This is an optimization exercise on Yosys and OpenROAD, whose aim is small area, a short achievable clock period and few clock cycles per item, not a production implementation. At most, simulation tests tie the RTL to the original design; equivalence was not proved. The RTL of runs 1 to 4 was laid out without a check of its function.

File: flow/config.mk
export PLATFORM = sky130hd
export DESIGN_NAME = skinny_core
export DESIGN_NICKNAME = skinny_core
export VERILOG_FILES = /design/flow/design.v
export SDC_FILE = /design/flow/constraint.sdc
export NUM_CORES = 4
export LEC_CHECK = 0
export CAP_MARGIN = 20
export CORE_MARGIN = 2
export CORE_UTILIZATION = 40
export SLEW_MARGIN = 20
File: flow/constraint.sdc
create_clock -name core_clock -period 4.5 [get_ports {clk}]
set_input_delay 0.9000 -clock core_clock [delete_from_list [all_inputs] [get_ports {clk}]]
set_output_delay 0.9000 -clock core_clock [all_outputs]
set_load 0.01 [all_outputs]
File: flow/design.v
`default_nettype none
package skinny_data_pkg;
   typedef logic [127:0] block_t;
   typedef logic [7:0]   cell_t;
   typedef logic [5:0]   rc_t;
endpackage
`default_nettype wire
`default_nettype none
package skinny_ctrl_pkg;
   localparam int UNROLL = 1;
   localparam int CYCLES = 40 / 1;
endpackage
`default_nettype wire
`default_nettype none
module skinny_round_ctrl (
   input  wire logic clk,
   input  wire logic rst,
   input  wire logic start,
   input  wire logic last_round,
   output logic      busy,
   output logic      done
);
   always_ff @(posedge clk) begin
      if (rst) begin
         busy <= 1'b0;
         done <= 1'b0;
      end else begin
         busy <= busy ? !last_round : (!done && start);
         done <= busy && last_round;
      end
   end
endmodule
`default_nettype wire
`default_nettype none
module skinny_round_counter (
   input  wire logic                     clk,
   input  wire logic                     advance,
   output logic [6*1-1:0]   rcs,
   output logic                          last_round
);
   localparam int U = 1;
   function automatic logic [5:0] rc_step(input logic [5:0] rc);
      rc_step = {rc[4:0], rc[5] ^ rc[4] ^ 1'b1};
   endfunction
   function automatic logic [5:0] rc_after(input int n);
      logic [5:0] r;
      r = '0;
      for (int i = 0; i < n; i++) r = rc_step(r);
      rc_after = r;
   endfunction
   localparam logic [5:0] LAST_RC = rc_after(40 - U);
   logic [5:0] lfsr;
   logic [5:0] chain [U+1];
   always_comb begin
      chain[0] = lfsr;
      for (int j = 0; j < U; j++) begin
         chain[j+1]       = rc_step(chain[j]);
         rcs[6*j +: 6]    = chain[j+1];
      end
   end
   assign last_round = (lfsr == LAST_RC);
   always_ff @(posedge clk) begin
      if (!advance) lfsr <= '0;
      else          lfsr <= chain[U];
   end
endmodule
`default_nettype wire
`default_nettype none
module skinny_sbox_layer (
   input  wire logic [127:0] state_in,
   output logic [127:0]      state_out
);
   function automatic logic cfn(input logic x, input logic y, input logic z);
      cfn = ~(x | y) ^ z;
   endfunction
   function automatic logic [7:0] sbox8(input logic [7:0] si);
      logic [7:0] a;
      a[0] = cfn(si[7], si[6], si[4]);
      a[1] = cfn(si[3], si[2], si[0]);
      a[2] = cfn(si[2], si[1], si[6]);
      a[3] = cfn(a[0], a[1], si[5]);
      a[4] = cfn(a[1], si[3], si[1]);
      a[5] = cfn(a[2], a[3], si[7]);
      a[6] = cfn(a[3], a[0], si[3]);
      a[7] = cfn(a[4], a[5], si[2]);
      sbox8 = {a[3], a[0], a[1], a[6], a[4], a[2], a[5], a[7]};
   endfunction
   for (genvar i = 0; i < 16; i++) begin : g_cell
      assign state_out[i*8 +: 8] = sbox8(state_in[i*8 +: 8]);
   end
endmodule
`default_nettype wire
`default_nettype none
module skinny_round_datapath (
   input  wire logic [127:0] state_in,
   input  wire logic [383:0] tk,
   input  wire logic [5:0]   rc,
   output logic [127:0]      state_out
);
   logic [127:0] sb, atk, shr;
   logic [63:0]  tk_x;
   skinny_sbox_layer u_sbox (
      .state_in  (state_in),
      .state_out (sb)
   );
   assign tk_x = tk[383:320] ^ tk[255:192] ^ tk[127:64];
   assign atk = sb ^ {tk_x, 64'h0} ^
                {4'h0, rc[3:0], 24'h0, 6'h0, rc[5:4], 24'h0, 8'h02, 56'h0};
   assign shr[127:96] = atk[127:96];
   assign shr[95:64]  = {atk[71:64], atk[95:72]};
   assign shr[63:32]  = {atk[47:32], atk[63:48]};
   assign shr[31:0]   = {atk[23:0], atk[31:24]};
   assign state_out[127:96] = shr[127:96] ^ shr[63:32] ^ shr[31:0];
   assign state_out[95:64]  = shr[127:96];
   assign state_out[63:32]  = shr[95:64] ^ shr[63:32];
   assign state_out[31:0]   = shr[127:96] ^ shr[63:32];
endmodule
`default_nettype wire
`default_nettype none
module skinny_tweakey_schedule (
   input  wire logic [383:0] tk_in,
   output logic [383:0]      tk_out
);
   localparam logic [63:0] PERM = 64'h9F8DAECB01234567;
   function automatic logic [127:0] permute(input logic [127:0] ki);
      logic [127:0] ko;
      for (int p = 0; p < 16; p++) begin
         ko[127-p*8 -: 8] = ki[127-int'(PERM[63-p*4 -: 4])*8 -: 8];
      end
      permute = ko;
   endfunction
   logic [127:0] p1, p2, p3;
   always_comb begin
      p1 = permute(tk_in[383:256]);
      p2 = permute(tk_in[255:128]);
      p3 = permute(tk_in[127:0]);
      tk_out = {p1, p2, p3};
      for (int p = 0; p < 8; p++) begin
         tk_out[255-p*8 -: 8] = {p2[127-p*8-1 -: 7], p2[127-p*8] ^ p2[127-p*8-2]};
         tk_out[127-p*8 -: 8] = {p3[127-p*8-7] ^ p3[127-p*8-1], p3[127-p*8 -: 7]};
      end
   end
endmodule
`default_nettype wire
`timescale 1ns/10ps
`default_nettype none
module skinny_core (
   input  wire logic                     clk,
   input  wire logic                     rst,
   input  wire logic                     start,
   input  wire skinny_data_pkg::block_t  plaintext,
   input  wire logic [383:0]             tweakey,
   output logic                          busy,
   output logic                          done,
   output skinny_data_pkg::block_t       ciphertext
);
   localparam int U = 1;
   logic                last_round;
   logic [6*U-1:0]      rcs;
   logic [127:0]        state_q;
   logic [383:0]        tk_q;
   logic [127:0]        st [U+1];
   logic [383:0]        tk [U+1];
   skinny_round_ctrl u_ctrl (
      .clk        (clk),
      .rst        (rst),
      .start      (start),
      .last_round (last_round),
      .busy       (busy),
      .done       (done)
   );
   skinny_round_counter u_counter (
      .clk        (clk),
      .advance    (busy),
      .rcs        (rcs),
      .last_round (last_round)
   );
   assign st[0] = state_q;
   assign tk[0] = tk_q;
   for (genvar j = 0; j < U; j++) begin : g_round
      skinny_round_datapath u_round (
         .state_in  (st[j]),
         .tk        (tk[j]),
         .rc        (rcs[6*j +: 6]),
         .state_out (st[j+1])
      );
      skinny_tweakey_schedule u_sched (
         .tk_in  (tk[j]),
         .tk_out (tk[j+1])
      );
   end
   always_ff @(posedge clk) begin
      if (!busy) begin
         state_q <= plaintext;
         tk_q    <= tweakey;
      end else begin
         state_q <= st[U];
         tk_q    <= tk[U];
      end
   end
   assign ciphertext = state_q;
endmodule
`default_nettype wire
File: flow/run.sh
#!/bin/bash
# synth_recipe.tcl (not shown) runs the flow's synth.tcl, then flattens the netlist and writes it again
# the make line also repeats each setting of config.mk as NAME=value (left out here)
make -C /OpenROAD-flow-scripts/flow DESIGN_CONFIG=/design/flow/config.mk WORK_HOME=/design/flow/orfs CLKGATE_MAP_FILE= SYNTH_SCRIPT=/design/flow/synth_recipe.tcl finish
==> impl_metrics.env, run 1 <==
export IMPL_num_io_pins=645
export IMPL_track_usage_pct=30.94
export IMPL_hold_viol_final=0
export IMPL_crit_slowest_cell="dfxtp_4"
export IMPL_worst_slew_pin_slew_ns=0.9603
export IMPL_syn_cell_area_mm2=0.02169
export IMPL_cts_root_buf="clkbuf_16"
export IMPL_crit_family="flip-flops"
export IMPL_stdcell_count=3213
export IMPL_max_cap_viol_count=0
export IMPL_r2r_start="state_q[39]"
export IMPL_wirelength_um=88960
export IMPL_tritoncts="built"
export IMPL_drc=0
export IMPL_ys_types=34
export IMPL_syn_to_final_growth_pct=42.40
export IMPL_initial_core_util_pct=40.38
export IMPL_synth_area_leaders="dfxtp_1 (48%), mux2_2 (25%), xnor2_1 (13%)"
export IMPL_rr_endpoint="state_q[112]"
export IMPL_syn_inst=1819
export IMPL_rsz0062_at_grt="false"
export IMPL_via_per_inst=4.945
export IMPL_antenna_found_initial=28
export IMPL_end_kind="output port"
export IMPL_layout_nets=2977
export IMPL_synth_top_area_share_pct=48.00
export IMPL_fin_worst_skew_ns=0.05157
export IMPL_r2r_cells=8
export IMPL_grt_start_max_net_pins=171
export IMPL_hold_depth=1
export IMPL_grt_pass1_wl_um=121200
export IMPL_post_cts_buffers=0
export IMPL_dr_pass1_iters=5
export IMPL_drt_iter0_drc=804
export IMPL_routedWlPerCell_um=27.69
export IMPL_synth_top_cell_by_area="dfxtp_1"
export IMPL_worstSetupPathType="reg -> out"
export IMPL_synth_seq_area_share_pct=48.00
export IMPL_dpl_cell_count=3099
export IMPL_die_height_um=236.9
export IMPL_fmax_mhz=334.0
export IMPL_relSlewSlack_pct=35.98
export IMPL_crit_chain="clkdlybuf4s50_1"
export IMPL_final_setup_worst_slack_ns=1.506
export IMPL_clockBufferDepth=3
export IMPL_ys_ff_latch=520
export IMPL_worstSkewPairLatency_ns=0.64
export IMPL_period_minus_slack_ns=2.994
export IMPL_ys_warn_count=10
export IMPL_startpoint_type="register"
export IMPL_crit_buf_inv=1
export IMPL_drive_above_1_share_pct=23.57
export IMPL_dp_hpwl_um=74750
export IMPL_postCtsHoldBufs=0
export IMPL_cts_buffers=56
export IMPL_required_ns=3.60
export IMPL_grt_pass1_vias=16590
export IMPL_crit_fanout=51
export IMPL_core_area_mm2=0.05371
export IMPL_avgSynthCellArea_um2=11.92
export IMPL_clock_sinks=520
export IMPL_dieArea_mm2=0.05610
export IMPL_cp_slowest_stage_delay_ns=0.79
export IMPL_synth_fp_nets=2335
export IMPL_htree_num_levels=2
export IMPL_period_share_pct=66.53
export IMPL_r2r_slack_ns=1.64
export IMPL_cp_startpoint="u_ctrl.busy"
export IMPL_hold_class="reg -> reg"
export IMPL_status="finished clean"
export IMPL_place_ws_ns=1.680
export IMPL_gp_congestion=0.9393
export IMPL_hold_slack_ns=0.4526
export IMPL_setup_viol=0
export IMPL_ant_nets=0
export IMPL_cp_num_cells=1
export IMPL_grt_overflow_total=0
export IMPL_cp_arrival_ns=2.09
export IMPL_io_buffers=644
export IMPL_placementRows=85
export IMPL_vias=15890
export IMPL_endpoint="busy"
export IMPL_die_w_um=236.9
export IMPL_clk_pin_slew_ns=0.06
export IMPL_drv_slew=0
export IMPL_finalSetupTns_ns=0
export IMPL_cts_resized=0
-- routing by layer --
metal	up-vias	part of all wire (%)	GRT usage, %
met3	113	7.7	9.699
met4	36	1.7	7.211
met1	7679	40	36.16
li1	7522	-	-
met2	539	50	55.08
met5	-	0.28	0
-- cells by family after synthesis --
family                   synth area share [%]
AO/OA/AOI/OAI                           2.146
XOR/XNOR                                16.94
adder cells (fa/ha/maj)               0.05768
buffers and inverters                   1.310
flip-flops                              48.00
multiplexers                            25.76
AND/OR/NAND/NOR                         5.786
-- synth_stat cells (all sizes together) --
cell and count:
mux2i 20, dfxtp 520, clkbuf 54, xnor2 317, xnor3 4, or3 40, nor3b 1, a22oi 4
o21ai 44, nor3 9, nor2 62, nor2b 1, ha 1, nor4 4, nand2 44, and2 26
o21a 8, mux2 478, nand3b 20, buf 11, nand3 17, xor2 81, nand4 12, inv 6
xor3 4, a21oi 31
-- placed cells by master (no fill, tap or decap), drive strengths merged --
cell | netlist | layout
nor2 | 62 | 62
o21ai | 44 | 44
xnor2 | 317 | 317
mux2 | 478 | 478
nand3b | 20 | 20
mux2i | 20 | 20
nand4 | 12 | 12
nor2b | 1 | 1
diode | 0 | 10
clkinvlp | 0 | 1
ha | 1 | 1
nor4 | 4 | 4
o21a | 8 | 8
nor3 | 9 | 9
a22oi | 4 | 4
clkinv | 0 | 13
inv | 6 | 7
bufinv | 0 | 7
and2 | 26 | 26
nand2 | 44 | 44
clkdlybuf4s50 | 0 | 644
nand3 | 17 | 17
xnor3 | 4 | 4
or3 | 40 | 40
xor3 | 4 | 4
a21oi | 31 | 31
nor3b | 1 | 1
buf | 11 | 5
clkbuf | 54 | 82
dfxtp | 520 | 520
xor2 | 81 | 81
-- final cells by class --
class                   count  area, µm²
clock buffers              82       1722
repair buffers            649       6509
clock inverters            22      327.8
well taps                 696      870.8
inverters                   6      22.52
diodes                     10      25.02
fillers                  4656      22820
flip-flops and latches    520      10410
multi-input cells        1228      10990
-- through the flow --
| stage | util [%] | instance area (µm²) |
|---|---|---|
| floorplan | - | 21690 |
| global placement | 53.64 | 28810 |
| global route | 57.49 | 30870 |
| CTS | 57.46 | 30860 |
| finish | 57.50 | 30880 |
| detailed placement | 53.64 | 28810 |
-- sequential cells by signal (all words and copies together) (netlist names) --
| signal | count |
|---|---|
| u_counter.lfsr | 6 |
| state_q | 128 |
| tk_q | 384 |
| u_ctrl.busy | 1 |
| u_ctrl.done | 1 |
-- worst min path at each step --
| stage | startpoint | endpoint | slack (ns) |
|---|---|---|---|
| final | tk_q[136] | tk_q[209] | 0.45 |
| after global routing | tk_q[256] | tk_q[368] | 0.46 |
| after CTS | tk_q[284] | tk_q[332] | 0.46 |
| after detailed placement | tk_q[26] | tk_q[73] | 0.44 |
| after global placement | tk_q[136] | tk_q[209] | 0.44 |
| after floorplan | tk_q[21] | tk_q[100] | 0.43 |
==> run 2: changes to the inputs <==
--- a/flow/config.mk
+++ b/flow/config.mk
@@ -7,2 +7,3 @@
 export LEC_CHECK = 0
+export ABC_CLOCK_PERIOD_IN_PS = 2000
 export CAP_MARGIN = 20
@@ -10,2 +11,3 @@
 export CORE_UTILIZATION = 40
+export SETUP_SLACK_MARGIN = 2.3
 export SLEW_MARGIN = 20
==> run 2 against run 1 <==
Synthesized cell count unchanged; wire length is 2.0% higher; cell area is 4.7% higher; register-to-register slack better by 0.31 ns; still clean on timing, DRC and antenna; via count up 2.9%.
==> impl_metrics.env, run 2 <==
export IMPL_status="finished clean"
export IMPL_cts_buffers=56
export IMPL_hold_class="reg -> reg"
export IMPL_syn_cell_area_mm2=0.02169
export IMPL_end_kind="register"
export IMPL_ys_warn_count=10
export IMPL_ys_ff_latch=520
export IMPL_syn_inst=1819
export IMPL_finalSetupTns_ns=0
export IMPL_synthArstFlopShare_pct=0
export IMPL_synth_top_area_share_pct=48.00
export IMPL_period_share_pct=56.62
export IMPL_grt_pass1_wl_um=123200
export IMPL_initial_core_util_pct=40.38
export IMPL_layout_nets=3055
export IMPL_fin_worst_skew_ns=0.01893
export IMPL_register_area_mm2=0.01066
export IMPL_period_minus_slack_ns=2.548
export IMPL_setup_viol=0
export IMPL_die_height_um=236.9
export IMPL_cts_root_buf="clkbuf_16"
export IMPL_gp_congestion=0.9342
export IMPL_place_area_mm2=0.02885
export IMPL_startpoint_type="register"
export IMPL_r2r_start="state_q[51]"
export IMPL_clk_pin_slew_ns=0.06
export IMPL_multi_input_area_mm2=0.01191
export IMPL_hold_depth=1
export IMPL_post_synth_top_count_cell="dfxtp_1"
export IMPL_final_common_cell="clkdlybuf4s50_1"
export IMPL_synth_compound_area_share_pct=2.146
export IMPL_rsz0062_at_grt="true"
export IMPL_rr_endpoint="state_q[96]"
export IMPL_clock_sinks=520
export IMPL_stdcell_count=3292
export IMPL_hp_start="tk_q[39]"
export IMPL_dr_pass1_iters=5
export IMPL_worst_slew_pin_slew_ns=1.099
export IMPL_grt_pass1_vias=16970
export IMPL_routedWlPerCell_um=27.56
export IMPL_hold_viol_final=0
export IMPL_drive_above_1_share_pct=36.91
export IMPL_drv_slew=0
export IMPL_relSlewSlack_pct=26.76
export IMPL_die_w_um=236.9
export IMPL_dp_hpwl_um=74150
export IMPL_drc=0
export IMPL_syn_to_final_growth_pct=49.09
export IMPL_max_cap_viol_count=0
export IMPL_hold_slack_ns=0.4500
export IMPL_synth_edff_count=0
export IMPL_synthTopCellsByCount="dfxtp_1 (520), mux2_2 (477), xnor2_1 (317)"
export IMPL_track_usage_pct=31.34
export IMPL_r2r_slack_ns=1.95
export IMPL_required_ns=5.00
export IMPL_design_area_mm2=0.03233
export IMPL_muxShareOfSynthArea_pct=25.76
export IMPL_via_per_inst=4.968
export IMPL_hold_end="tk_q[70]"
export IMPL_place_ws_ns=1.786
export IMPL_synth_top_cell_by_area="dfxtp_1"
export IMPL_fin_util_pct=60.21
export IMPL_ant_nets=0
export IMPL_antenna_found_initial=28
export IMPL_synth_seq_area_share_pct=48.00
export IMPL_crit_fanout=7
export IMPL_largest_reg_flops=384
export IMPL_synth_fp_nets=2335
export IMPL_core_area_mm2=0.05371
export IMPL_dpl_cell_count=3099
export IMPL_largest_register="tk_q"
export IMPL_htree_num_levels=2
export IMPL_yosys_area_share_simple_pct=5.786
export IMPL_avgSynthCellArea_um2=11.92
export IMPL_synth_fa_ha_area_share_pct=0.05769
export IMPL_wirelength_um=90740
export IMPL_cp_arrival_ns=3.04
export IMPL_dieArea_mm2=0.05610
export IMPL_final_setup_worst_slack_ns=1.952
export IMPL_grt_start_max_net_pins=176
export IMPL_io_buffers=644
export IMPL_synth_top_flop_cell="dfxtp_1"
export IMPL_num_io_pins=645
export IMPL_tritoncts="built"
export IMPL_synth_area_leaders="dfxtp_1 (48%), mux2_2 (25%), xnor2_1 (13%)"
export IMPL_placementRows=85
export IMPL_r2r_cells=8
export IMPL_grt_overflow_total=0
export IMPL_clockBufferDepth=3
export IMPL_final_cell_mix="clkdlybuf4s50_1 (514), mux2_2 (465), dfxtp_1 (411), xnor2_1 (268), buf_4 (70)"
export IMPL_worstSkewPairLatency_ns=0.62
export IMPL_nFillCells=4480
export IMPL_fmax_mhz=392.4
export IMPL_ys_types=34
export IMPL_synth_top_family_by_area="multiplexers"
export IMPL_worstSetupPathType="reg -> reg"
export IMPL_vias=16360
export IMPL_drt_iter0_drc=854
export IMPL_synth_xor_area_share_pct=16.94
export IMPL_reg_largest_list="tk_q x384, state_q x128, u_counter.lfsr x6"
==> run 2: kinds of logic after synthesis <==
family                   after synthesis
flip-flops                           520
multiplexers                         498
XOR/XNOR                             406
AND/OR/NAND/NOR                      236
AO/OA/AOI/OAI                         87
buffers and inverters                 71
adder cells (fa/ha/maj)                1
==> run 2: cell type report <==
class | instances | share of cell area [%]
timing repair buffer | 727 | 21.81
inverter | 6 | 0.06965
clock buffer | 80 | 4.984
clock inverter | 21 | 0.5456
sequential | 520 | 32.96
antenna | 14 | 0.1083
multi-input combinational | 1228 | 36.82
tap | 696 | 2.693
==> run 2: repair_timing <==
| item | 4_1_cts | 5_1_grt |
|---|---|---|
| pin swaps | 42 | 36 |
| cloned | 1 | 0 |
| setup buffers | 53 | 24 |
| hold buffers | 0 | 0 |
| setup endpoints to repair | 270 | 70 |
| resized for setup | 554 | 103 |
==> run 2: how the worst max path moves through the flow <==
stage                     end  cells past startpoint         start
2_1_floorplan     state_q[56]                      7   state_q[47]
3_3_place_gp     state_q[105]                      8  state_q[106]
3_5_place_dp     state_q[105]                      8  state_q[106]
4_1_cts        ciphertext[65]                      1   state_q[65]
5_1_grt          state_q[120]                      8   state_q[43]
6_report          state_q[96]                      8   state_q[51]
==> run 2: worst max-delay path: stages, from the launching register on <==
cell	delay, ns
dfxtp_2	0.36
o21a_1	0.24
nor4_4	0.34
mux2i_2	0.33
mux2i_2	0.29
xnor2_2	0.19
xnor2_2	0.17
xor3_1	0.24
mux2_4	0.26
==> run 2: routing by layer <==
| layer | track usage [%] | part of all wire, % | vias up |
|---|---|---|---|
| met5 | 0 | 0.24 | - |
| met1 | 37.28 | 40 | 7926 |
| li1 | - | - | 7677 |
| met4 | 8.861 | 2.7 | 36 |
| met2 | 55.21 | 50 | 578 |
| met3 | 8.568 | 7.4 | 138 |
==> run 3: changes to the inputs <==
==> flow/flow/run.sh (new file) <==
#!/bin/bash
set -euo pipefail
bash standard.sh "BUFFER_PORTS_ARGS=-buffer_cell sky130_fd_sc_hd__buf_1" finish > standard_flow.log 2>&1
==> flow/standard.sh (new file) <==
#!/bin/bash
# synth_recipe.tcl (not shown) runs the flow's synth.tcl, then flattens the netlist and writes it again
# the make line also repeats each setting of config.mk as NAME=value (left out here)
make -C /OpenROAD-flow-scripts/flow DESIGN_CONFIG=/design/flow/config.mk WORK_HOME=/design/flow/orfs CLKGATE_MAP_FILE= SYNTH_SCRIPT=/design/flow/synth_recipe.tcl "${@:-finish}"
--- a/flow/config.mk
+++ b/flow/config.mk
@@ -7,3 +7,2 @@
 export LEC_CHECK = 0
-export ABC_CLOCK_PERIOD_IN_PS = 2000
 export CAP_MARGIN = 20
@@ -11,3 +10,2 @@
 export CORE_UTILIZATION = 40
-export SETUP_SLACK_MARGIN = 2.3
 export SLEW_MARGIN = 20
removed: flow/run.sh
==> run 3 against run 2 <==
Area after synthesis is the same; synthesized cell count is the same; final cell count shrank 2.5%.
==> impl_metrics.env, run 3 <==
export IMPL_setup_viol=0
export IMPL_r2r_slack_ns=1.61
export IMPL_drv_slew=0
export IMPL_crit_buf_inv=0
export IMPL_rsz0062_at_grt="false"
export IMPL_fmax_mhz=345.5
export IMPL_track_usage_pct=29.56
export IMPL_hold_viol_final=0
export IMPL_end_kind="register"
export IMPL_synth_top_family_by_area="multiplexers"
export IMPL_grt_pass1_vias=16540
export IMPL_clockBufferDepth=3
export IMPL_dr_wl_met3_um=6113
export IMPL_synth_top_flop_cell="dfxtp_1"
export IMPL_cp_arrival_ns=3.39
export IMPL_wirelength_um=84810
export IMPL_max_cap_viol_count=0
export IMPL_synth_top_cell_by_area="dfxtp_1"
export IMPL_io_buffers=644
export IMPL_dr_pass1_iters=5
export IMPL_cp_slowest_stage_delay_ns=0.40
export IMPL_synth_compound_area_share_pct=2.146
export IMPL_m1WireLength_um=34390
export IMPL_yosys_area_share_simple_pct=5.786
export IMPL_drt_iter0_drc=801
export IMPL_cts_resized=0
export IMPL_muxShareOfSynthArea_pct=25.76
export IMPL_post_cts_buffers=0
export IMPL_crit_chain="o21a_1 > nor4_2 > mux2i_1 > mux2i_1 > xnor2_1 > xnor2_1 > xor3_1 > mux2_4"
export IMPL_final_setup_worst_slack_ns=1.606
export IMPL_cts_buffers=56
export IMPL_r2r_start="state_q[50]"
export IMPL_tritoncts="built"
export IMPL_period_share_pct=64.32
export IMPL_top_layer="met5"
export IMPL_ant_nets=0
export IMPL_ys_warn_count=10
export IMPL_synth_seq_area_share_pct=48.00
export IMPL_crit_slowest_cell="dfxtp_1"
export IMPL_hold_class="reg -> reg"
export IMPL_die_w_um=236.9
export IMPL_synth_fa_ha_area_share_pct=0.05769
export IMPL_required_ns=4.99
export IMPL_synthTopCellsByCount="dfxtp_1 (520), mux2_2 (477), xnor2_1 (317)"
export IMPL_syn_cell_area_mm2=0.02169
export IMPL_antenna_found_initial=21
export IMPL_syn_to_final_growth_pct=23.92
export IMPL_place_ws_ns=1.629
export IMPL_crit_fanout=9
export IMPL_post_synth_top_count_cell="dfxtp_1"
export IMPL_synth_fp_nets=2335
export IMPL_clk_pin_slew_ns=0.06
export IMPL_relSlewSlack_pct=44.10
export IMPL_worstSetupPathType="reg -> reg"
export IMPL_reg_largest_list="tk_q x384, state_q x128, u_counter.lfsr x6"
export IMPL_layout_nets=2980
export IMPL_postCtsHoldBufs=0
export IMPL_crit_family="multiplexers"
export IMPL_synth_xor_area_share_pct=16.94
export IMPL_grt_start_max_net_pins=105
export IMPL_dr_wl_met2_um=41760
export IMPL_avgSynthCellArea_um2=11.92
export IMPL_synth_area_leaders="dfxtp_1 (48%), mux2_2 (25%), xnor2_1 (13%)"
export IMPL_htree_num_levels=2
export IMPL_worst_slew_pin_slew_ns=0.8325
export IMPL_final_common_cell="buf_1"
export IMPL_placementRows=85
export IMPL_dp_hpwl_um=71630
export IMPL_ys_ff_latch=520
export IMPL_num_io_pins=645
export IMPL_drc=0
export IMPL_period_minus_slack_ns=2.894
export IMPL_gp_congestion=0.9556
export IMPL_syn_inst=1819
export IMPL_dieArea_mm2=0.05610
export IMPL_vias=15930
export IMPL_cp_startpoint="state_q[50]"
export IMPL_place_area_mm2=0.02485
export IMPL_dpl_cell_count=3102
export IMPL_ys_types=34
export IMPL_worstSkewPairLatency_ns=0.62
export IMPL_stdcell_count=3211
export IMPL_status="finished clean"
export IMPL_grt_pass1_wl_um=116600
export IMPL_drive_above_1_share_pct=23.24
export IMPL_hp_start="tk_q[63]"
export IMPL_clock_sinks=520
export IMPL_design_area_mm2=0.02688
export IMPL_fin_worst_skew_ns=0.02524
export IMPL_startpoint_type="register"
export IMPL_initial_core_util_pct=40.38
export IMPL_cts_root_buf="clkbuf_16"
export IMPL_core_area_mm2=0.05371
export IMPL_routedWlPerCell_um=26.41
export IMPL_via_per_inst=4.961
export IMPL_finalSetupTns_ns=0
export IMPL_largest_register="tk_q"
export IMPL_grt_overflow_total=0
export IMPL_nFillCells=5135
export IMPL_final_cell_mix="buf_1 (644), dfxtp_1 (519), mux2_2 (477), xnor2_1 (317), xor2_1 (81)"
export IMPL_synth_top_area_share_pct=48.00
export IMPL_die_height_um=236.9
export IMPL_synthArstFlopShare_pct=0
export IMPL_largest_reg_flops=384
export IMPL_synth_edff_count=0
==> run 3: kinds of logic (layout without fill, tap and decap cells) <==
family / Yosys count / count (layout)
buffers and inverters: 71 / 761
AOI/OAI and AO/OA: 87 / 87
adders and majority gates: 1 / 1
DFF: 520 / 520
and+or+nand+nor: 236 / 236
other: 0 / 6
xor gates and xnor gates: 406 / 406
muxes: 498 / 498
==> run 3: stage by stage <==
step | hold slack (ns) | util [%]
finish | 0.4493 | 50.04
global route | 0.4615 | 50.03
CTS | 0.4467 | 50.02
detailed placement | 0.4396 | 46.28
global placement | 0.4358 | 46.28
floorplan | 0.4329 | -
==> run 3: cell type report <==
type	count	area (µm²)	share of cell area (%)
multi-input cells	1228	10990	40.91
flip-flops and latches	520	10410	38.75
repair buffers	652	2552	9.497
clock buffers	85	1663	6.187
well taps	696	870.8	3.240
clock inverters	18	345.3	1.285
inverters	6	22.52	0.08380
diodes	6	15.01	0.05586
==> run 3: worst paths after layout <==
check                                   end  cells after the start
worst max-delay path            state_q[96]                      8
worst min-delay path              tk_q[110]                      1
worst max register to register  state_q[96]                      8
worst min register to register    tk_q[110]                      1
==> run 3: layer usage <==
| layer | vias to the layer above | GRT usage, % |
|---|---|---|
| met3 | 150 | 8.079 |
| met5 | - | 0 |
| met4 | 30 | 8.247 |
| li1 | 7529 | - |
| met2 | 570 | 52.05 |
| met1 | 7652 | 35.24 |
==> run 4: changes to the inputs <==
--- a/flow/design.v
+++ b/flow/design.v
@@ -9,4 +9,4 @@
 package skinny_ctrl_pkg;
-   localparam int UNROLL = 1;
-   localparam int CYCLES = 40 / 1;
+   localparam int UNROLL = 2;
+   localparam int CYCLES = 40 / 2;
 endpackage
@@ -20,4 +20,9 @@
    output logic      busy,
-   output logic      done
-);
+   output logic      done,
+   output logic      run,
+   output logic      idle,
+   output logic      pol
+);
+   logic go;
+   assign go = busy || (!done && start);
    always_ff @(posedge clk) begin
@@ -26,2 +31,4 @@
          done <= 1'b0;
+         run  <= 1'b0;
+         idle <= 1'b1;
       end else begin
@@ -29,3 +36,8 @@
          done <= busy && last_round;
-      end
+         run  <= go;
+         idle <= !go;
+      end
+   end
+   always_ff @(posedge clk) begin
+      pol <= idle || !pol;
    end
@@ -36,7 +48,8 @@
    input  wire logic                     clk,
-   input  wire logic                     advance,
-   output logic [6*1-1:0]   rcs,
+   input  wire logic                     run,
+   input  wire logic                     idle,
+   output logic [6*2-1:0]   rcs,
    output logic                          last_round
 );
-   localparam int U = 1;
+   localparam int U = 2;
    function automatic logic [5:0] rc_step(input logic [5:0] rc);
@@ -56,4 +69,4 @@
       for (int j = 0; j < U; j++) begin
-         chain[j+1]       = rc_step(chain[j]);
-         rcs[6*j +: 6]    = chain[j+1];
+         chain[j+1]    = rc_step(chain[j]);
+         rcs[6*j +: 6] = chain[j+1];
       end
@@ -62,4 +75,3 @@
    always_ff @(posedge clk) begin
-      if (!advance) lfsr <= '0;
-      else          lfsr <= chain[U];
+      lfsr <= chain[U] & {6{run}} & {6{!idle}};
    end
@@ -95,3 +107,3 @@
    input  wire logic [127:0] state_in,
-   input  wire logic [383:0] tk,
+   input  wire logic [63:0]  rtk,
    input  wire logic [5:0]   rc,
@@ -105,3 +117,3 @@
    );
-   assign tk_x = tk[383:320] ^ tk[255:192] ^ tk[127:64];
+   assign tk_x = rtk;
    assign atk = sb ^ {tk_x, 64'h0} ^
@@ -120,5 +132,12 @@
 module skinny_tweakey_schedule (
-   input  wire logic [383:0] tk_in,
-   output logic [383:0]      tk_out
-);
+   input  wire logic                       pol,
+   input  wire logic [127:0]               tk1_q,
+   input  wire logic [127:0]               tk2_q,
+   input  wire logic [127:0]               tk3_q,
+   output logic [64*2-1:0]    rtk,      
+   output logic [127:0]                    tk1_nxt,  
+   output logic [127:0]                    tk2_nxt,  
+   output logic [127:0]                    tk3_nxt
+);
+   localparam int U = 2;
    localparam logic [63:0] PERM = 64'h9F8DAECB01234567;
@@ -131,13 +150,35 @@
    endfunction
-   logic [127:0] p1, p2, p3;
+   function automatic logic [127:0] step2(input logic [127:0] x, input logic fix);
+      logic [127:0] p;
+      p = permute(x);
+      step2 = p;
+      for (int c = 0; c < 8; c++) begin
+         step2[127-c*8 -: 8] = {p[126-c*8 -: 7], p[127-c*8] ^ p[125-c*8] ^ fix};
+      end
+   endfunction
+   function automatic logic [127:0] step3(input logic [127:0] x);
+      logic [127:0] p;
+      p = permute(x);
+      step3 = p;
+      for (int c = 0; c < 8; c++) begin
+         step3[127-c*8 -: 8] = {p[120-c*8] ^ p[126-c*8], p[127-c*8 -: 7]};
+      end
+   endfunction
+   logic [127:0] t1 [U+1];
+   logic [127:0] t2 [U+1];
+   logic [127:0] t3 [U+1];
    always_comb begin
-      p1 = permute(tk_in[383:256]);
-      p2 = permute(tk_in[255:128]);
-      p3 = permute(tk_in[127:0]);
-      tk_out = {p1, p2, p3};
-      for (int p = 0; p < 8; p++) begin
-         tk_out[255-p*8 -: 8] = {p2[127-p*8-1 -: 7], p2[127-p*8] ^ p2[127-p*8-2]};
-         tk_out[127-p*8 -: 8] = {p3[127-p*8-7] ^ p3[127-p*8-1], p3[127-p*8 -: 7]};
-      end
-   end
+      t1[0] = tk1_q;
+      t2[0] = tk2_q;
+      t3[0] = tk3_q;
+      for (int j = 0; j < U; j++) begin
+         rtk[64*j +: 64] = t1[j][127:64] ^ t2[j][127:64] ^ t3[j][127:64];
+         t1[j+1] = permute(t1[j]);
+         t2[j+1] = step2(t2[j], pol);
+         t3[j+1] = step3(t3[j]);
+      end
+   end
+   assign tk1_nxt = t1[U];
+   assign tk2_nxt = t2[U];
+   assign tk3_nxt = t3[U];
 endmodule
@@ -156,9 +197,10 @@
 );
-   localparam int U = 1;
+   localparam int U = 2;
    logic                last_round;
+   logic                run, idle, pol;
    logic [6*U-1:0]      rcs;
-   logic [127:0]        state_q;
-   logic [383:0]        tk_q;
+   logic [64*U-1:0]     rtk;
+   logic [127:0]        state_q, tk1_q, tk2_q, tk3_q;
+   logic [127:0]        tk1_nxt, tk2_nxt, tk3_nxt;
    logic [127:0]        st [U+1];
-   logic [383:0]        tk [U+1];
    skinny_round_ctrl u_ctrl (
@@ -169,3 +211,6 @@
       .busy       (busy),
-      .done       (done)
+      .done       (done),
+      .run        (run),
+      .idle       (idle),
+      .pol        (pol)
    );
@@ -173,3 +218,4 @@
       .clk        (clk),
-      .advance    (busy),
+      .run        (run),
+      .idle       (idle),
       .rcs        (rcs),
@@ -177,4 +223,13 @@
    );
+   skinny_tweakey_schedule u_sched (
+      .pol     (pol),
+      .tk1_q   (tk1_q),
+      .tk2_q   (tk2_q),
+      .tk3_q   (tk3_q),
+      .rtk     (rtk),
+      .tk1_nxt (tk1_nxt),
+      .tk2_nxt (tk2_nxt),
+      .tk3_nxt (tk3_nxt)
+   );
    assign st[0] = state_q;
-   assign tk[0] = tk_q;
    for (genvar j = 0; j < U; j++) begin : g_round
@@ -182,3 +237,3 @@
          .state_in  (st[j]),
-         .tk        (tk[j]),
+         .rtk       (rtk[64*j +: 64]),
          .rc        (rcs[6*j +: 6]),
@@ -186,15 +241,8 @@
       );
-      skinny_tweakey_schedule u_sched (
-         .tk_in  (tk[j]),
-         .tk_out (tk[j+1])
-      );
-   end
-   always_ff @(posedge clk) begin
-      if (!busy) begin
-         state_q <= plaintext;
-         tk_q    <= tweakey;
-      end else begin
-         state_q <= st[U];
-         tk_q    <= tk[U];
-      end
+   end
+   always_ff @(posedge clk) begin
+      state_q <= (st[U]   & {128{run}}) | (plaintext        & {128{idle}});
+      tk3_q   <= (tk3_nxt & {128{run}}) | (tweakey[127:0]   & {128{idle}});
+      tk1_q   <= ~((tk1_nxt | {128{idle}}) & (tweakey[383:256] | {128{run}}));
+      tk2_q   <= ~((tk2_nxt | {128{idle}}) & (tweakey[255:128] | {128{run}}));
    end
--- a/flow/config.mk
+++ b/flow/config.mk
@@ -10,2 +10,3 @@
 export CORE_UTILIZATION = 40
+export SETUP_SLACK_MARGIN = 1.3
 export SLEW_MARGIN = 20
==> run 4 against run 3 <==
Still clean; worst setup slack lost 1.3 ns; highest routed layer unchanged; register-to-register slack lost 1.3 ns.
==> impl_metrics.env, run 4 <==
export IMPL_status="finished clean"
export IMPL_worstSetupPathType="reg -> reg"
export IMPL_crit_fanout=4
export IMPL_worst_slew_pin_slew_ns=1.040
export IMPL_ys_ff_latch=523
export IMPL_cp_common_cell="buf_6"
export IMPL_fmax_mhz=238.4
export IMPL_hold_class="in -> reg"
export IMPL_synth_fp_nets=3233
export IMPL_core_area_mm2=0.06586
export IMPL_cp_slowest_stage_delay_ns=0.58
export IMPL_clk_pin_slew_ns=0.07
export IMPL_clockBufferDepth=3
export IMPL_hp_start="tweakey[331]"
export IMPL_wirelength_um=130600
export IMPL_synthTopCellsByCount="xnor2_1 (570), dfxtp_1 (523), o22ai_1 (260)"
export IMPL_htree_num_levels=2
export IMPL_nFillCells=5713
export IMPL_drc=0
export IMPL_drive_above_1_share_pct=27.23
export IMPL_clock_sinks=523
export IMPL_period_share_pct=93.23
export IMPL_design_area_mm2=0.03903
export IMPL_grt_pass1_vias=24620
export IMPL_ant_nets=0
export IMPL_io_buffers=644
export IMPL_synth_edff_count=0
export IMPL_die_w_um=262.4
export IMPL_synth_seq_area_share_pct=39.22
export IMPL_postCtsHoldBufs=0
export IMPL_synth_top_area_share_pct=39.22
export IMPL_syn_cell_area_mm2=0.02670
export IMPL_hold_viol_final=0
export IMPL_r2r_start="tk2_q[98]"
export IMPL_dieArea_mm2=0.06883
export IMPL_fin_util_pct=59.27
export IMPL_dr_pass1_iters=6
export IMPL_crit_buf_inv=4
export IMPL_fin_worst_skew_ns=0.04689
export IMPL_avgSynthCellArea_um2=9.826
export IMPL_rsz0062_at_grt="true"
export IMPL_track_usage_pct=35.73
export IMPL_drt_iter0_drc=2554
export IMPL_cp_arrival_ns=4.69
export IMPL_final_common_cell="buf_1"
export IMPL_grt_overflow_total=0
export IMPL_required_ns=4.99
export IMPL_period_minus_slack_ns=4.195
export IMPL_initial_core_util_pct=40.54
export IMPL_gp_congestion=1.028
export IMPL_setup_viol=0
export IMPL_tritoncts="built"
export IMPL_hold_end="tk1_q[75]"
export IMPL_grt_start_max_net_pins=198
export IMPL_ys_types=82
export IMPL_place_area_mm2=0.03126
export IMPL_ys_warn_count=11
export IMPL_cts_root_buf="clkbuf_16"
export IMPL_cts_buffers=57
export IMPL_finalSetupTns_ns=0
export IMPL_synthArstFlopShare_pct=0
export IMPL_rr_endpoint="state_q[103]"
export IMPL_antenna_found_initial=16
export IMPL_routedWlPerCell_um=28.38
export IMPL_startpoint_type="register"
export IMPL_post_synth_top_count_cell="xnor2_1"
export IMPL_final_cell_mix="buf_1 (644), dfxtp_1 (456), xnor2_1 (401), buf_4 (293), o22ai_1 (259)"
export IMPL_placementRows=94
export IMPL_crit_chain="xnor3_2 > xnor3_2 > xor2_4 > xnor2_2 > or4_1 > o311ai_2 > or4b_4 > buf_6 > buf_6 > a31oi_4 > buf_6 > buf_6 > nor2_4 > xnor2_2 > xor2_2 > xnor2_1 > a22o_1"
export IMPL_end_kind="register"
export IMPL_crit_family="XOR/XNOR gates"
export IMPL_via_per_inst=5.578
export IMPL_syn_inst=2717
export IMPL_synth_top_cell_by_area="dfxtp_1"
export IMPL_r2r_slack_ns=0.30
export IMPL_crit_slowest_cell="or4b_4"
export IMPL_relSlewSlack_pct=30.66
export IMPL_dp_hpwl_um=103200
export IMPL_num_io_pins=645
export IMPL_vias=25670
export IMPL_syn_to_final_growth_pct=46.21
export IMPL_grt_pass1_wl_um=176300
export IMPL_die_height_um=262.4
export IMPL_synth_area_leaders="dfxtp_1 (39%), xnor2_1 (19%), xor2_1 (6.9%)"
export IMPL_r2r_cells=17
export IMPL_synth_top_flop_cell="dfxtp_1"
export IMPL_drv_slew=0
export IMPL_worstSkewPairLatency_ns=0.64
export IMPL_hold_depth=2
export IMPL_max_cap_viol_count=0
export IMPL_hold_slack_ns=0.4378
export IMPL_layout_nets=4197
==> run 4: cell count changes after synthesis, sizes merged, moves of 108 or more <==
| cell | before | now |
|---|---|---|
| nand2 | 44 | 152 |
| a22o | 0 | 175 |
| o22ai | 0 | 260 |
| xnor2 | 317 | 584 |
| mux2 | 478 | 2 |
| xor2 | 81 | 213 |
==> run 4: cell families after synthesis <==
logic type	after synthesis	share of synthesized area, %
xor+xnor	840	30.37
buf+inv	139	1.996
flops	523	39.22
compound gates	665	17.29
mux	27	1.022
simple gates	522	10.06
fa+ha+maj	1	0.04686
==> run 4: final cells by class <==
| type | instances | area, µm² | area share (%) |
|---|---|---|---|
| antenna | 11 | 27.53 | 0.07052 |
| clock inverter | 29 | 466.7 | 1.196 |
| tap | 864 | 1081 | 2.769 |
| inverter | 13 | 50.05 | 0.1282 |
| sequential | 523 | 10630 | 27.23 |
| multi-input combinational | 2055 | 19370 | 49.63 |
| timing repair buffer | 1031 | 5746 | 14.72 |
| clock buffer | 76 | 1660 | 4.253 |
==> run 4: through the flow <==
stage / worst slack [ns] / std cells
after floorplan: 0.7279 / 2717
after global routing: 0.2341 / 4600
after detailed placement: 0.2651 / 4204
after global placement: 0.2736 / 4204
after CTS: 0.4040 / 4481
final: 0.3045 / 4602
==> run 4: worst register-to-register path: stages (launching register included) <==
cell      delay, ns
dfxtp_2        0.32
xnor3_2        0.46
xnor3_2        0.37
xor2_4         0.21
xnor2_2        0.26
or4_1          0.18
o311ai_2       0.12
or4b_4         0.58
buf_6          0.14
buf_6          0.11
a31oi_4        0.18
buf_6          0.13
buf_6          0.09
nor2_4         0.04
xnor2_2        0.23
xor2_2         0.30
xnor2_1        0.15
a22o_1         0.20
==> run 4: what timing repair did <==
item	in CTS	in global routing
resized for setup	371	271
pin swaps	148	167
setup buffers	172	110
endpoints found under the setup margin	111	111
==> run 4: worst max-delay path by stage <==
stage	start	endpoint	slack, ns	depth (start not counted)
detailed placement	tk1_q[75]	state_q[112]	0.27	14
finish	tk2_q[98]	state_q[103]	0.30	17
floorplan	state_q[34]	state_q[96]	0.73	15
CTS	tk3_q[98]	state_q[96]	0.40	14
global placement	state_q[24]	state_q[96]	0.27	14
global route	tk2_q[98]	state_q[103]	0.23	17
==> run 4: layer usage <==
layer	track usage, %	wire [µm]	up-vias
met4	20.33	8946	10
met1	45.04	50090	12500
li1	-	-	11510
met5	0	66	-
met3	6.625	11640	309
met2	57.44	59870	1349
==> run 5: changes to the inputs <==
--- a/flow/design.v
+++ b/flow/design.v
@@ -9,4 +9,4 @@
 package skinny_ctrl_pkg;
-   localparam int UNROLL = 2;
-   localparam int CYCLES = 40 / 2;
+   localparam int UNROLL = 1;
+   localparam int CYCLES = 40 / 1;
 endpackage
@@ -50,6 +50,6 @@
    input  wire logic                     idle,
-   output logic [6*2-1:0]   rcs,
+   output logic [6*1-1:0]   rcs,
    output logic                          last_round
 );
-   localparam int U = 2;
+   localparam int U = 1;
    function automatic logic [5:0] rc_step(input logic [5:0] rc);
@@ -136,3 +136,3 @@
    input  wire logic [127:0]               tk3_q,
-   output logic [64*2-1:0]    rtk,      
+   output logic [64*1-1:0]    rtk,      
    output logic [127:0]                    tk1_nxt,  
@@ -141,3 +141,3 @@
 );
-   localparam int U = 2;
+   localparam int U = 1;
    localparam logic [63:0] PERM = 64'h9F8DAECB01234567;
@@ -197,3 +197,3 @@
 );
-   localparam int U = 2;
+   localparam int U = 1;
    logic                last_round;
--- a/flow/config.mk
+++ b/flow/config.mk
@@ -9,4 +9,6 @@
 export CORE_MARGIN = 2
-export CORE_UTILIZATION = 40
-export SETUP_SLACK_MARGIN = 1.3
+export CORE_UTILIZATION = 55
+export CTS_BUF_LIST = sky130_fd_sc_hd__clkbuf_8
+export CTS_CLUSTER_SIZE = 20
+export SETUP_SLACK_MARGIN = 2.0
 export SLEW_MARGIN = 20
==> run 5 against run 4 <==
Still clean; first-iteration DRC count is 27% lower; global-route usage is 7.7 points higher; final cell count is 32% lower.
==> impl_metrics.env, run 5 <==
export IMPL_worstSkewPairLatency_ns=0.66
export IMPL_fin_worst_skew_ns=0.02540
export IMPL_setup_viol=0
export IMPL_rsz0062_at_grt="true"
export IMPL_hold_class="reg -> reg"
export IMPL_grt_pass1_vias=17730
export IMPL_grt_overflow_total=0
export IMPL_cts_root_buf="clkbuf_8"
export IMPL_layout_nets=3077
export IMPL_via_per_inst=6.011
export IMPL_num_io_pins=645
export IMPL_tritoncts="built"
export IMPL_worst_slew_pin_slew_ns=1.130
export IMPL_startpoint_type="register"
export IMPL_relSlewSlack_pct=24.70
export IMPL_end_kind="register"
export IMPL_synth_edff_count=0
export IMPL_cp_arrival_ns=3.03
export IMPL_cp_startpoint="state_q[43]"
export IMPL_period_minus_slack_ns=2.500
export IMPL_max_cap_viol_count=0
export IMPL_register_area_mm2=0.01051
export IMPL_clock_sinks=523
export IMPL_cts_buffers=84
export IMPL_synthArstFlopShare_pct=0
export IMPL_io_buffers=644
export IMPL_routedWlPerCell_um=27.81
export IMPL_antenna_found_initial=30
export IMPL_syn_to_final_growth_pct=24.42
export IMPL_worstSetupPathType="reg -> reg"
export IMPL_finalSetupTns_ns=0
export IMPL_ys_warn_count=11
export IMPL_status="finished clean"
export IMPL_grt_pass1_wl_um=118700
export IMPL_ys_types=31
export IMPL_synth_top_area_share_pct=52.16
export IMPL_syn_inst=1906
export IMPL_gp_congestion=1.015
export IMPL_place_ws_ns=1.691
export IMPL_wirelength_um=86540
export IMPL_vias=18710
export IMPL_synthTopCellsByCount="dfxtp_1 (523), xnor2_1 (299), o22ai_1 (256)"
export IMPL_drt_iter0_drc=1861
export IMPL_ys_ff_latch=523
export IMPL_drive_above_1_share_pct=7.948
export IMPL_rr_endpoint="state_q[120]"
export IMPL_final_cell_mix="buf_1 (644), dfxtp_1 (509), xnor2_1 (286), o22ai_1 (256), a22o_1 (187)"
export IMPL_synth_top_cell_by_area="dfxtp_1"
export IMPL_clockBufferDepth=3
export IMPL_fmax_mhz=399.9
export IMPL_synth_top_flop_cell="dfxtp_1"
export IMPL_crit_fanout=5
export IMPL_placementRows=69
export IMPL_multi_input_area_mm2=0.009429
export IMPL_avgSynthCellArea_um2=10.53
export IMPL_r2r_start="state_q[43]"
export IMPL_syn_cell_area_mm2=0.02007
export IMPL_hold_viol_final=0
export IMPL_r2r_cells=9
export IMPL_post_synth_top_count_cell="dfxtp_1"
export IMPL_hold_slack_ns=0.4127
export IMPL_synth_fp_nets=2422
export IMPL_ant_nets=0
export IMPL_dr_pass1_iters=7
export IMPL_die_w_um=195.0
export IMPL_die_height_um=195.0
export IMPL_required_ns=5.03
export IMPL_nFillCells=2815
export IMPL_track_usage_pct=43.38
export IMPL_initial_core_util_pct=56.16
export IMPL_core_area_mm2=0.03574
export IMPL_synth_seq_area_share_pct=52.16
export IMPL_postCtsHoldBufs=0
export IMPL_clk_pin_slew_ns=0.06
export IMPL_drc=0
export IMPL_final_common_cell="buf_1"
export IMPL_period_share_pct=55.57
export IMPL_dieArea_mm2=0.03804
export IMPL_htree_num_levels=3
export IMPL_endpoint="state_q[120]"
export IMPL_dp_hpwl_um=67900
export IMPL_r2r_slack_ns=2.00
export IMPL_fin_util_pct=69.88
export IMPL_synth_area_leaders="dfxtp_1 (52%), xnor2_1 (13%), a22o_1 (8.2%)"
export IMPL_final_setup_worst_slack_ns=2.000
export IMPL_drv_slew=0
export IMPL_grt_start_max_net_pins=231
run 5: cell count changes after synthesis, sizes merged, moves of 19 or more:
cell / before / now
o21ai: 132 / 107
xnor2: 584 / 299
nor2: 120 / 34
nor3: 34 / 10
nand2: 152 / 112
nand3: 36 / 15
xor2: 213 / 111
a21oi: 19 / 0
xnor3: 39 / 6
run 5: timing repair:
item / CTS / global route
resized for setup: 20 / 38
pin swaps: 8 / 19
buffers inserted: 12 / 18
endpoints found under the setup margin: 9 / 11
run 5: cell type report:
class	instances	area share (%)
antenna	34	0.3407
inverter	3	0.04509
clock inverter	38	0.6863
tap	461	2.310
multi-input combinational	1266	37.75
timing repair buffer	683	11.05
clock buffer	104	5.731
sequential	523	42.08
run 5: critical path: stages (launching register included):
cell and delay [ns]:
dfxtp_4 0.36, o21a_4 0.20, nor4_4 0.33, mux2i_2 0.30
mux2i_1 0.26, xnor2_1 0.16, buf_4 0.14, xnor3_2 0.26
xnor3_1 0.19, a22o_1 0.18
run 5: routing by layer:
metal  track usage (%)  up-vias  share of wire (%)
li1                  -     8200                  -
met2             69.99     1227                 46
met5                 0        -              0.027
met3             11.26      267                 10
met4             23.38        4                5.7
met1             53.35     9007                 38
run 5: worst min path at each step:
stage,cells after the start,start,endpoint
6_report,1,tk2_q[30],tk2_q[79]
5_1_grt,1,tk2_q[32],tk2_q[65]
4_1_cts,2,tweakey[300],tk1_q[44]
3_5_place_dp,1,tk1_q[19],tk1_q[99]
3_3_place_gp,1,tk2_q[3],tk2_q[116]
2_1_floorplan,1,tk1_q[20],tk1_q[100]
run 5: logic make-up after synthesis:
family | count (synthesis) | share of synthesized area [%]
buffers and inverters | 117 | 2.188
flip-flops | 523 | 52.16
XOR/XNOR | 419 | 18.94
AND/OR/NAND/NOR | 270 | 6.670
adder cells (fa/ha/maj) | 1 | 0.06232
AO/OA/AOI/OAI | 561 | 19.23
multiplexers | 15 | 0.7480
run 5: stage by stage:
stage               std cells  cell area, µm²
finish                   3112           24980
global route             3105           24960
CTS                      3060           24570
detailed placement       2906           22780
global placement         2906           22780
floorplan                1906           20080
Testbench counts of run 5, summed over its fixed seeds: cycles 16,120, items 384.
==> run 6: changes to the inputs <==
--- a/flow/config.mk
+++ b/flow/config.mk
@@ -9,6 +9,4 @@
 export CORE_MARGIN = 2
-export CORE_UTILIZATION = 55
-export CTS_BUF_LIST = sky130_fd_sc_hd__clkbuf_8
-export CTS_CLUSTER_SIZE = 20
-export SETUP_SLACK_MARGIN = 2.0
+export CORE_UTILIZATION = 65
+export SETUP_SLACK_MARGIN = 2.2
 export SLEW_MARGIN = 20
==> run 6 against run 5 <==
The flow now stops in 3_2_place_iop; synthesized cell count unchanged; area after synthesis unchanged.
==> impl_metrics.env, run 6 <==
export IMPL_status="did not finish"
export IMPL_haltStage="3_2_place_iop"
export IMPL_error_message="[ERROR PPL-0024] Number of IO pins (645) exceeds maximum number of available positions (644). Increase the die perimeter from 718.92um to 877.20um."
export IMPL_syn_cell_area_mm2=0.02007
export IMPL_post_synth_top_count_cell="dfxtp_1"
export IMPL_synthTopCellsByCount="dfxtp_1 (523), xnor2_1 (299), o22ai_1 (256)"
export IMPL_placementRows=64
export IMPL_avgSynthCellArea_um2=10.53
export IMPL_die_w_um=179.7
export IMPL_initial_core_util_pct=65.79
export IMPL_ys_types=31
export IMPL_synthArstFlopShare_pct=0
export IMPL_synth_area_leaders="dfxtp_1 (52%), xnor2_1 (13%), a22o_1 (8.2%)"
export IMPL_die_height_um=179.7
export IMPL_synth_seq_area_share_pct=52.16
export IMPL_synth_edff_count=0
export IMPL_synth_fp_nets=2422
export IMPL_synth_top_flop_cell="dfxtp_1"
export IMPL_synth_top_area_share_pct=52.16
export IMPL_ys_warn_count=11
export IMPL_ys_ff_latch=523
export IMPL_synth_top_cell_by_area="dfxtp_1"
export IMPL_syn_inst=1906
-- run 6: cell counts after synthesis --
No cell type changed its count.
-- run 6: logic make-up after synthesis --
kind of cell | Yosys count | synth area share, %
xor+xnor | 419 | 18.94
mux | 15 | 0.7480
buf+inv | 117 | 2.188
simple gates | 270 | 6.670
compound gates | 561 | 19.23
fa+ha+maj | 1 | 0.06232
flops | 523 | 52.16
==> run 7: changes to the inputs <==
--- a/flow/config.mk
+++ b/flow/config.mk
@@ -9,4 +9,4 @@
 export CORE_MARGIN = 2
-export CORE_UTILIZATION = 65
-export SETUP_SLACK_MARGIN = 2.2
+export CORE_UTILIZATION = 40
+export SETUP_SLACK_MARGIN = 2.5
 export SLEW_MARGIN = 20
==> run 7 against run 6 <==
Now clean on timing, DRC and antenna; synthesized cell count unchanged; area after synthesis unchanged.
==> impl_metrics.env, run 7 <==
export IMPL_status="finished clean"
export IMPL_synth_top_flop_cell="dfxtp_1"
export IMPL_ys_warn_count=11
export IMPL_drive_above_1_share_pct=25.35
export IMPL_die_height_um=228.0
export IMPL_synth_area_leaders="dfxtp_1 (52%), xnor2_1 (13%), a22o_1 (8.2%)"
export IMPL_finalSetupTns_ns=0
export IMPL_nFillCells=4389
export IMPL_rsz0062_at_grt="true"
export IMPL_via_per_inst=5.376
export IMPL_required_ns=5.02
export IMPL_synth_edff_count=0
export IMPL_fin_worst_skew_ns=0.03131
export IMPL_r2r_slack_ns=2.00
export IMPL_ant_nets=0
export IMPL_tritoncts="built"
export IMPL_io_buffers=644
export IMPL_synth_seq_area_share_pct=52.16
export IMPL_wirelength_um=92420
export IMPL_period_minus_slack_ns=2.502
export IMPL_setup_viol=0
export IMPL_htree_num_levels=2
export IMPL_syn_inst=1906
export IMPL_synth_fp_nets=2422
export IMPL_num_io_pins=645
export IMPL_ys_ff_latch=523
export IMPL_register_area_mm2=0.01090
export IMPL_clock_sinks=523
export IMPL_drt_iter0_drc=1347
export IMPL_hold_slack_ns=0.4018
export IMPL_synthTopCellsByCount="dfxtp_1 (523), xnor2_1 (299), o22ai_1 (256)"
export IMPL_relSlewSlack_pct=21.62
export IMPL_die_w_um=228.0
export IMPL_startpoint_type="register"
export IMPL_syn_to_final_growth_pct=44.12
export IMPL_period_share_pct=55.60
export IMPL_clk_pin_slew_ns=0.06
export IMPL_dp_hpwl_um=72190
export IMPL_syn_cell_area_mm2=0.02007
export IMPL_grt_pass1_vias=18370
export IMPL_crit_fanout=3
export IMPL_grt_overflow_total=0
export IMPL_cp_startpoint="state_q[47]"
export IMPL_worstSetupPathType="reg -> reg"
export IMPL_synth_top_cell_by_area="dfxtp_1"
export IMPL_max_cap_viol_count=0
export IMPL_synthArstFlopShare_pct=0
export IMPL_dr_pass1_iters=7
export IMPL_worstSkewPairLatency_ns=0.64
export IMPL_initial_core_util_pct=40.26
export IMPL_grt_start_max_net_pins=196
export IMPL_antenna_found_initial=19
export IMPL_final_common_cell="buf_1"
export IMPL_postCtsHoldBufs=0
export IMPL_clockBufferDepth=3
export IMPL_fmax_mhz=399.7
export IMPL_drc=0
export IMPL_r2r_start="state_q[47]"
export IMPL_track_usage_pct=33.78
export IMPL_avgSynthCellArea_um2=10.53
export IMPL_multi_input_area_mm2=0.01028
export IMPL_grt_pass1_wl_um=126100
export IMPL_drv_slew=0
export IMPL_hold_viol_final=0
export IMPL_dieArea_mm2=0.05199
export IMPL_post_synth_top_count_cell="dfxtp_1"
export IMPL_end_kind="register"
export IMPL_hp_start="tk2_q[27]"
export IMPL_placementRows=82
export IMPL_cts_root_buf="clkbuf_16"
export IMPL_layout_nets=3199
export IMPL_worst_slew_pin_slew_ns=1.176
export IMPL_ys_types=31
export IMPL_cp_arrival_ns=3.02
export IMPL_final_cell_mix="buf_1 (514), dfxtp_1 (392), o22ai_1 (256), xnor2_1 (233), a22o_1 (187)"
export IMPL_gp_congestion=0.9678
export IMPL_routedWlPerCell_um=27.09
export IMPL_hold_class="reg -> reg"
export IMPL_core_area_mm2=0.04986
export IMPL_vias=18340
export IMPL_cts_buffers=55
export IMPL_synth_top_area_share_pct=52.16
==> run 7: cell families after synthesis <==
family	after synthesis	synth area share, %
and+or+nand+nor	270	6.670
xor gates and xnor gates	419	18.94
AOI/OAI and AO/OA	561	19.23
DFF	523	52.16
adders and majority gates	1	0.06232
buffers and inverters	117	2.188
muxes	15	0.7480
==> run 7: metrics by stage <==
stage	std cells	setup WS (ns)	utilization (%)	cell area (µm²)
after floorplan	1906	2.157	-	20140
after global placement	3121	1.835	46.37	23120
after detailed placement	3121	1.880	46.37	23120
after CTS	3346	2.080	55.77	27810
after global routing	3405	1.904	57.99	28910
final	3411	1.998	58.02	28930
==> run 7: critical path, stage by stage, from the launching register on <==
cell	delay, ns
dfxtp_4	0.36
o21a_4	0.22
nor4_4	0.33
mux2i_2	0.33
mux2i_2	0.31
xnor2_2	0.16
xnor3_2	0.30
xnor3_1	0.21
a22o_1	0.18
==> run 7: layer usage <==
metal	part of all wire, %	track usage [%]	vias up
li1	-	-	8415
met1	40	41.09	8916
met2	49	58.05	794
met3	7.7	8.475	196
met4	3.8	11.76	16
met5	0.10	0	-
==> run 7: final cells by class <==
| class | count | area share (%) |
|---|---|---|
| Sequential cell | 523 | 37.69 |
| Multi-Input combinational cell | 1266 | 35.54 |
| Inverter | 3 | 0.04758 |
| Timing Repair Buffer | 834 | 17.21 |
| Clock inverter | 25 | 1.021 |
| Tap cell | 672 | 2.906 |
| Clock buffer | 75 | 5.467 |
| Antenna cell | 13 | 0.1125 |
==> run 7: repair_timing <==
item                                    CTS  global route
pin swaps                                55            48
endpoints found under the setup margin  291           276
buffers inserted                        125            52
resized for setup                       595           150
==> run 7: worst paths after layout <==
check | cells past startpoint | end
worst max register to register | 8 | state_q[120]
worst max-delay path | 8 | state_q[120]
worst min-delay path | 1 | tk2_q[76]
worst min register to register | 1 | tk2_q[76]
==> run 8: changes to the inputs <==
--- a/flow/config.mk
+++ b/flow/config.mk
@@ -9,4 +9,7 @@
 export CORE_MARGIN = 2
-export CORE_UTILIZATION = 40
-export SETUP_SLACK_MARGIN = 2.5
+export CORE_UTILIZATION = 55
+export CTS_BUF_LIST = sky130_fd_sc_hd__clkbuf_16
+export CTS_CLUSTER_DIAMETER = 100
+export CTS_CLUSTER_SIZE = 24
+export SETUP_SLACK_MARGIN = 2.0
 export SLEW_MARGIN = 20
==> run 8 against run 7 <==
Still clean; sequential share of layout area is 6.1 points higher; count of clock-buffer cells in the layout is 50 lower; sequential cell count stayed put; wire length is 8.0% lower; critical endpoint unchanged; highest routed layer unchanged.
==> impl_metrics.env, run 8 <==
export IMPL_crit_family="XOR/XNOR gates"
export IMPL_grt_overflow_total=0
export IMPL_htree_num_levels=1
export IMPL_wirelength_um=85020
export IMPL_dr_wl_met3_um=7938
export IMPL_r2r_start="state_q[42]"
export IMPL_synth_top_area_share_pct=52.16
export IMPL_cts_root_buf="clkbuf_16"
export IMPL_synth_top_flop_cell="dfxtp_1"
export IMPL_cp_slowest_stage_delay_ns=0.38
export IMPL_endpoint="state_q[120]"
export IMPL_top_layer="met5"
export IMPL_vias=18200
export IMPL_syn_inst=1906
export IMPL_crit_slowest_cell="dfxtp_4"
export IMPL_synth_top_cell_by_area="dfxtp_1"
export IMPL_synth_seq_area_share_pct=52.16
export IMPL_synth_fp_nets=2422
export IMPL_relSlewSlack_pct=33.84
export IMPL_synthArstFlopShare_pct=0
export IMPL_cp_arrival_ns=3.06
export IMPL_drc=0
export IMPL_synth_edff_count=0
export IMPL_status="finished clean"
export IMPL_synthTopCellsByCount="dfxtp_1 (523), xnor2_1 (299), o22ai_1 (256)"
export IMPL_die_height_um=195.0
export IMPL_worst_slew_pin_slew_ns=0.9924
export IMPL_crit_buf_inv=1
export IMPL_hold_slack_ns=0.4131
export IMPL_final_common_cell="buf_1"
export IMPL_track_usage_pct=42.29
export IMPL_via_per_inst=6.076
export IMPL_clockBufferDepth=3
export IMPL_cts_buffers=25
export IMPL_placementRows=69
export IMPL_worstSetupPathType="reg -> reg"
export IMPL_ys_types=31
export IMPL_dieArea_mm2=0.03804
export IMPL_ys_ff_latch=523
export IMPL_period_minus_slack_ns=2.547
export IMPL_period_share_pct=56.60
export IMPL_worstSkewPairLatency_ns=0.61
export IMPL_finalSetupTns_ns=0
export IMPL_grt_pass1_vias=16950
export IMPL_initial_core_util_pct=56.16
export IMPL_num_io_pins=645
export IMPL_hold_class="reg -> reg"
export IMPL_dr_pass1_iters=5
export IMPL_m1WireLength_um=33070
export IMPL_final_cell_mix="buf_1 (644), dfxtp_1 (504), xnor2_1 (289), o22ai_1 (256), a22o_1 (187)"
export IMPL_crit_chain="o21a_4 > nor4_4 > mux2i_2 > mux2i_1 > xnor2_1 > buf_4 > xnor3_2 > xnor3_1 > a22o_1"
export IMPL_fin_worst_skew_ns=0.02127
export IMPL_drt_iter0_drc=2001
export IMPL_fmax_mhz=392.6
export IMPL_gp_congestion=1.015
export IMPL_end_kind="register"
export IMPL_rr_endpoint="state_q[120]"
export IMPL_clock_sinks=523
export IMPL_syn_cell_area_mm2=0.02007
export IMPL_tritoncts="built"
export IMPL_avgSynthCellArea_um2=10.53
export IMPL_max_cap_viol_count=0
export IMPL_rsz0062_at_grt="true"
export IMPL_grt_pass1_wl_um=116400
export IMPL_core_area_mm2=0.03574
export IMPL_drv_slew=0
export IMPL_layout_nets=3020
-- run 8: cell counts after synthesis --
Identical to the previous run, type by type.
-- run 8: worst min path at each step --
stage | from | slack, ns | endpoint | cells after the start
2_1_floorplan | tk1_q[20] | 0.40 | tk1_q[100] | 1
3_3_place_gp | tk2_q[3] | 0.40 | tk2_q[116] | 1
3_5_place_dp | tk1_q[19] | 0.41 | tk1_q[99] | 1
4_1_cts | tk2_q[48] | 0.41 | tk2_q[121] | 1
5_1_grt | tk2_q[48] | 0.42 | tk2_q[121] | 1
6_report | tk2_q[48] | 0.41 | tk2_q[121] | 1
-- run 8: worst reg2reg max path, cell delays in order, from the launching register on --
cell and delay (ns):
dfxtp_4 0.38, o21a_4 0.23, nor4_4 0.35, mux2i_2 0.30, mux2i_1 0.26, xnor2_1 0.17, buf_4 0.15, xnor3_2 0.26
xnor3_1 0.19, a22o_1 0.18
-- run 8: area by class of cell --
class / count / area, µm²
Antenna cell: 27 / 67.56
Clock buffer: 25 / 625.6
Clock inverter: 5 / 36.28
Fill cell: 2949 / 11730
Inverter: 3 / 13.76
Multi-Input combinational cell: 1266 / 9397
Sequential cell: 523 / 10520
Tap cell: 461 / 576.8
Timing Repair Buffer: 685 / 2775
-- run 8: logic make-up after synthesis --
| family | Yosys count | synth area share, % |
|---|---|---|
| simple gates | 270 | 6.670 |
| mux | 15 | 0.7480 |
| xor+xnor | 419 | 18.94 |
| compound gates | 561 | 19.23 |
| buf+inv | 117 | 2.188 |
| flops | 523 | 52.16 |
| fa+ha+maj | 1 | 0.06232 |
-- run 8: per-stage QoR --
| stage | std cells | instance area [µm²] | setup slack [ns] | util [%] |
|---|---|---|---|---|
| 6_report | 2995 | 24010 | 1.953 | 67.17 |
| 3_3_place_gp | 2906 | 22780 | 1.721 | 63.72 |
| 2_1_floorplan | 1906 | 20080 | 2.009 | - |
| 4_1_cts | 2946 | 23630 | 1.937 | 66.12 |
| 5_1_grt | 2992 | 24000 | 1.901 | 67.15 |
| 3_5_place_dp | 2906 | 22780 | 1.691 | 63.72 |
-- run 8: metal layers --
layer,GRT usage (%),vias up
li1,-,8027
met1,54.13,8832
met2,69.05,1100
met3,8.774,236
met4,19.23,4
met5,0,-
-- run 8: what timing repair did --
action	4_1_cts	5_1_grt
setup buffers	10	22
endpoints found under the hold margin	0	0
endpoints found under the setup margin	9	12
gates resized for setup	24	37
hold buffers	0	0
pin swaps	6	21

## afterwards: timing with drivers on the ports
The results above use ideal ports. As a check the final layouts listed here were re-extracted and re-timed, cells and wires unchanged. Step 1, drivers: a clkbuf_16 drives clk and a buf_2 each remaining input, both assumed. Step 2, shift: input delay + t, output delay - t, t = (earliest + latest rising clock arrival at the registers) / 2. This alone moves slack from input paths to output paths. Slacks: ideal / step 1 / step 2; pairs: ideal / step 1.
| run | t, ns | setup WS [ns] | worst register clock-pin slew, ns | worst data-port slew with drivers (ns) |
|---|---|---|---|---|
| run 1 | 0.681 | 1.506 / 1.442 / 1.637 | 0.07 / 0.07 | 0.14 |
| run 2 | 0.675 | 1.952 / 1.952 / 1.952 | 0.06 / 0.06 | 0.14 |
| run 3 | 0.667 | 1.606 / 1.606 / 1.606 | 0.07 / 0.07 | 0.13 |
| run 4 | 0.678 | 0.305 / 0.305 / 0.305 | 0.07 / 0.07 | 0.13 |
| run 5 | 0.695 | 2.000 / 1.999 / 2.000 | 0.07 / 0.07 | 0.17 |
| run 7 | 0.691 | 1.998 / 1.998 / 1.998 | 0.07 / 0.07 | 0.13 |
| run 8 | 0.649 | 1.953 / 1.953 / 1.953 | 0.11 / 0.11 | 0.16 |
After both steps every run listed still meets setup and hold.
